Background: an optimization exercise with open tools, aiming at small area, a short achievable clock period and few clock cycles per item. Do not read the settings as production practice. Function was checked by simulation only, so behaviour that the tests miss may differ from the original. Power figures rest on the tool's default switching activity, not on a simulated workload.

==> inputs of trial 17 <==
==> flow/design.v (excerpt) <==
module manhattan_nearest_site_area (
  input  logic                              clk_i,
  input  logic                              rst_ni,
  input  logic                              cfg_valid_i,
  output logic                              cfg_ready_o,
  input  logic [mnsa_pkg::CFG_W-1:0]        cfg_data_i,       
  input  logic                              s_axis_tvalid,
  output logic                              s_axis_tready,
  input  logic [mnsa_pkg::S_TDATA_W-1:0]    s_axis_tdata,
  input  logic [mnsa_pkg::OP_W-1:0]         s_axis_tuser,     
  output logic                              m_axis_tvalid,
  input  logic                              m_axis_tready,
  output logic [mnsa_pkg::M_TDATA_W-1:0]    m_axis_tdata
);
clock: 8.0 ns
lec_check: 0
cap_margin: 20
core_margin: 2
core_utilization: 40
setup_slack_margin: 2.5
slew_margin: 20
synth_hierarchical: 1
run.sh (not shown) runs the stock make flow with config.mk's settings and CLKGATE_MAP_FILE= SYNTH_SCRIPT=/design/flow/synth_recipe.tcl, a recipe that flattens the netlist after the stock synthesis.
==> trial 38: changes against trial 17 <==
--- a/flow/design.v
+++ b/flow/design.v
@@ -236,28 +236,29 @@
   end
   for (genvar k = 1; k < N; k++) begin : g_cnode
     localparam int DEP = $clog2(k + 1) - 1;                
     localparam int M   = ((2 * k + 1) << (5 - DEP)) - N;   
     localparam int IW  = 5 - DEP;                           
     logic [DW-1:0] d_c;
     logic [IW:0]   i_c;
     logic          t_c;
-    mnsa_min2 #(.IW(IW)) u_min (
-      .dl_i (cd[2*k]),
-      .dr_i (cd[2*k+1]),
-      .il_i (ci[2*k][(IW > 0 ? IW : 1)-1:0]),
-      .ir_i (ci[2*k+1][(IW > 0 ? IW : 1)-1:0]),
-      .tl_i (ct[2*k]),
-      .tr_i (ct[2*k+1]),
-      .vr_i (active[M]),
-      .d_o  (d_c),
-      .i_o  (i_c),
-      .t_o  (t_c)
-    );
+    logic          vr, selr;
+    logic [1:0]    le;
+    assign vr   = active[M];
+    assign le   = mnsa_pkg::lt_eq(32'(cd[2*k+1]), 32'(cd[2*k]));
+    assign selr = vr && le[1];
+    assign d_c  = selr ? cd[2*k+1] : cd[2*k];
+    if (IW > 0) begin : g_idx
+      assign i_c = selr ? {1'b1, ci[2*k+1][(IW > 0 ? IW : 1)-1:0]}
+                        : {1'b0, ci[2*k][(IW > 0 ? IW : 1)-1:0]};
+    end else begin : g_leaf
+      assign i_c = selr;
+    end
+    assign t_c  = selr ? ct[2*k+1] : (ct[2*k] || (vr && le[0]));
     if (CUTS[DEP]) begin : g_reg
       logic [DW-1:0] d_q;
       logic [IW:0]   i_q;
       logic          t_q;
       always_ff @(posedge clk_i) begin
         d_q <= d_c;
         i_q <= i_c;
         t_q <= t_c;
Settings changed: CTS_BUF_LIST from default to sky130_fd_sc_hd__clkbuf_16, CTS_CLUSTER_DIAMETER from default to 100, CTS_CLUSTER_SIZE from default to 20, SETUP_SLACK_MARGIN 2.5 to 3.2, TNS_END_PERCENT from default to 10.
==> impl_metrics.csv <==
group,metric,value,unit
status,status,"timing/DRC/antenna clean",
synth,yosysSeqAreaShare,41.8,%
floorplanning,die_width,866,um
pwr,p_clk,25.4,mW
grt,antenna_found_initial,136,
pwr,power_density,311,nW/um2
critical_path,crit_slowest_cell,"o221a_1",
critical_path,r2r_cells,15,
That was trial 17.
==> impl_metrics.csv <==
group,metric,value,unit
floorplanning,die_width,858,um
grt,antenna_found_initial,143,
place,place.gp.congestion,1.03,
status,status,"timing/DRC/antenna clean",
pwr,p_clk,15.9,mW
cells_and_area,regMostFlops,"area_q",
pwr,power_density,278,nW/um2
synth,yosysSeqAreaShare,42.5,%
That was trial 38.
Testbench counts of trial 17, summed over its fixed seeds: cycles 3,792, items 3,728.
Testbench counts of trial 38, summed over its fixed seeds: cycles 3,792, items 3,728.

---

==> ember: inputs <==
Starting RTL as in the previous note.
Settings: LEC_CHECK=0, CAP_MARGIN=20, CORE_MARGIN=2, CORE_UTILIZATION=45, SETUP_SLACK_MARGIN=3.5, SLEW_MARGIN=20, SYNTH_HIERARCHICAL=1; clock period 8.0 ns.
==> raven (differences from ember) <==
--- a/flow/design.v
+++ b/flow/design.v
@@ -238,24 +238,25 @@
     localparam int DEP = $clog2(k + 1) - 1;                
     localparam int M   = ((2 * k + 1) << (5 - DEP)) - N;   
     localparam int IW  = 5 - DEP;                           
     logic [DW-1:0] d_c;
     logic [IW:0]   i_c;
     logic          t_c;
-    mnsa_min2 #(.IW(IW)) u_min (
-      .dl_i (cd[2*k]),
-      .dr_i (cd[2*k+1]),
-      .il_i (ci[2*k][(IW > 0 ? IW : 1)-1:0]),
-      .ir_i (ci[2*k+1][(IW > 0 ? IW : 1)-1:0]),
-      .tl_i (ct[2*k]),
-      .tr_i (ct[2*k+1]),
-      .vr_i (active[M]),
-      .d_o  (d_c),
-      .i_o  (i_c),
-      .t_o  (t_c)
-    );
+    logic          vr, selr;
+    logic [1:0]    le;
+    assign vr   = active[M];
+    assign le   = mnsa_pkg::lt_eq(32'(cd[2*k+1]), 32'(cd[2*k]));
+    assign selr = vr && le[1];
+    assign d_c  = selr ? cd[2*k+1] : cd[2*k];
+    if (IW > 0) begin : g_idx
+      assign i_c = selr ? {1'b1, ci[2*k+1][(IW > 0 ? IW : 1)-1:0]}
+                        : {1'b0, ci[2*k][(IW > 0 ? IW : 1)-1:0]};
+    end else begin : g_leaf
+      assign i_c = selr;
+    end
+    assign t_c  = selr ? ct[2*k+1] : (ct[2*k] || (vr && le[0]));
     if (CUTS[DEP]) begin : g_reg
       logic [DW-1:0] d_q;
       logic [IW:0]   i_q;
       logic          t_q;
       always_ff @(posedge clk_i) begin
         d_q <= d_c;
==> flow/config.mk (replaced) <==
export PLATFORM = sky130hd
export DESIGN_NAME = manhattan_nearest_site_area
export DESIGN_NICKNAME = manhattan_nearest_site_area
export VERILOG_FILES = /design/flow/design.v
export SDC_FILE = /design/flow/constraint.sdc
export NUM_CORES = 4
export LEC_CHECK = 0
export CAP_MARGIN = 20
export CORE_MARGIN = 2
export CORE_UTILIZATION = 40
export CTS_BUF_LIST = sky130_fd_sc_hd__clkbuf_16
export CTS_CLUSTER_DIAMETER = 100
export CTS_CLUSTER_SIZE = 20
export SETUP_SLACK_MARGIN = 3.0
export SLEW_MARGIN = 20
export SYNTH_HIERARCHICAL = 1
==> run notes <==
raven passed the timing, design-rule and antenna checks. ember completed and failed the layout checks on antenna rules. Die area: ember is lower than raven (about 9%). Of raven and ember, ember has the higher design area (gap 9.4%, measured against ember). Of raven and ember, ember has the higher clock power (gap about 40%, measured against ember). In raven the wire length is lower than in ember, by 4.9%. Against raven, the synthesized cell count of ember is higher by about 0.34%. Sequential cell count is the same in ember and raven. In raven the combinational power is lower than in ember, by 19%.
==> figures <==
	ember	raven
R2R depth	16	15
Total net switching power	41.9 mW	36.3 mW
Clk pwr	26.3 mW	16.0 mW
Pin count of the biggest net entering global routing	130	66
Clock slew at reported path FFs	0.06 ns	0.09 ns
Area share of the largest cell type after synthesis	31.1%	31.6%
Clock network power share	23.8%	17.8%
Antenna violations before repair	129	127
Register share of total power	28.8%	35.1%
Wire length of the first global-routing pass	1600000 microns	1560000 microns
Synthesized instance count	26347	26257
Static power due to leakage	143 nW	131 nW
Status	finished with violations	timing/DRC/antenna clean
Reasons for failing layout checks	antenna rules	-
Sequential share of cell area	34.6%	38.1%
Row cnt	298	313
Clock Skew	0.138 ns	0.119 ns
Testbench counts of ember, summed over its fixed seeds: cycles 3,792, items 3,728.
Testbench counts of raven, summed over its fixed seeds: cycles 3,792, items 3,728.

[static timing again, ports no longer ideal]
The results above use ideal ports. As a check the final layouts listed here were re-extracted and re-timed, cells and wires unchanged. Step 1 sets driving cells, clkbuf_16 on the clock port and buf_2 on the other inputs (assumed; they add their load-dependent delay and slew). Step 2 times the ports against the registers' clock, not the clock port: input delays grow and output delays shrink by t, the midpoint of the rising clock arrivals with the driver on. Slacks: ideal / step 1 / step 2; pairs: ideal / step 1.
run	t, ns	setup slack, ns	hold slack, ns
trial 17	1.231	2.338 / 2.338 / 2.338	0.308 / 0.308 / 0.308
trial 38	1.216	2.868 / 2.868 / 2.868	0.294 / 0.294 / 0.294
ember	1.271	2.806 / 2.806 / 2.806	0.326 / 0.322 / 0.326
raven	1.200	2.889 / 2.889 / 2.889	0.331 / 0.331 / 0.331
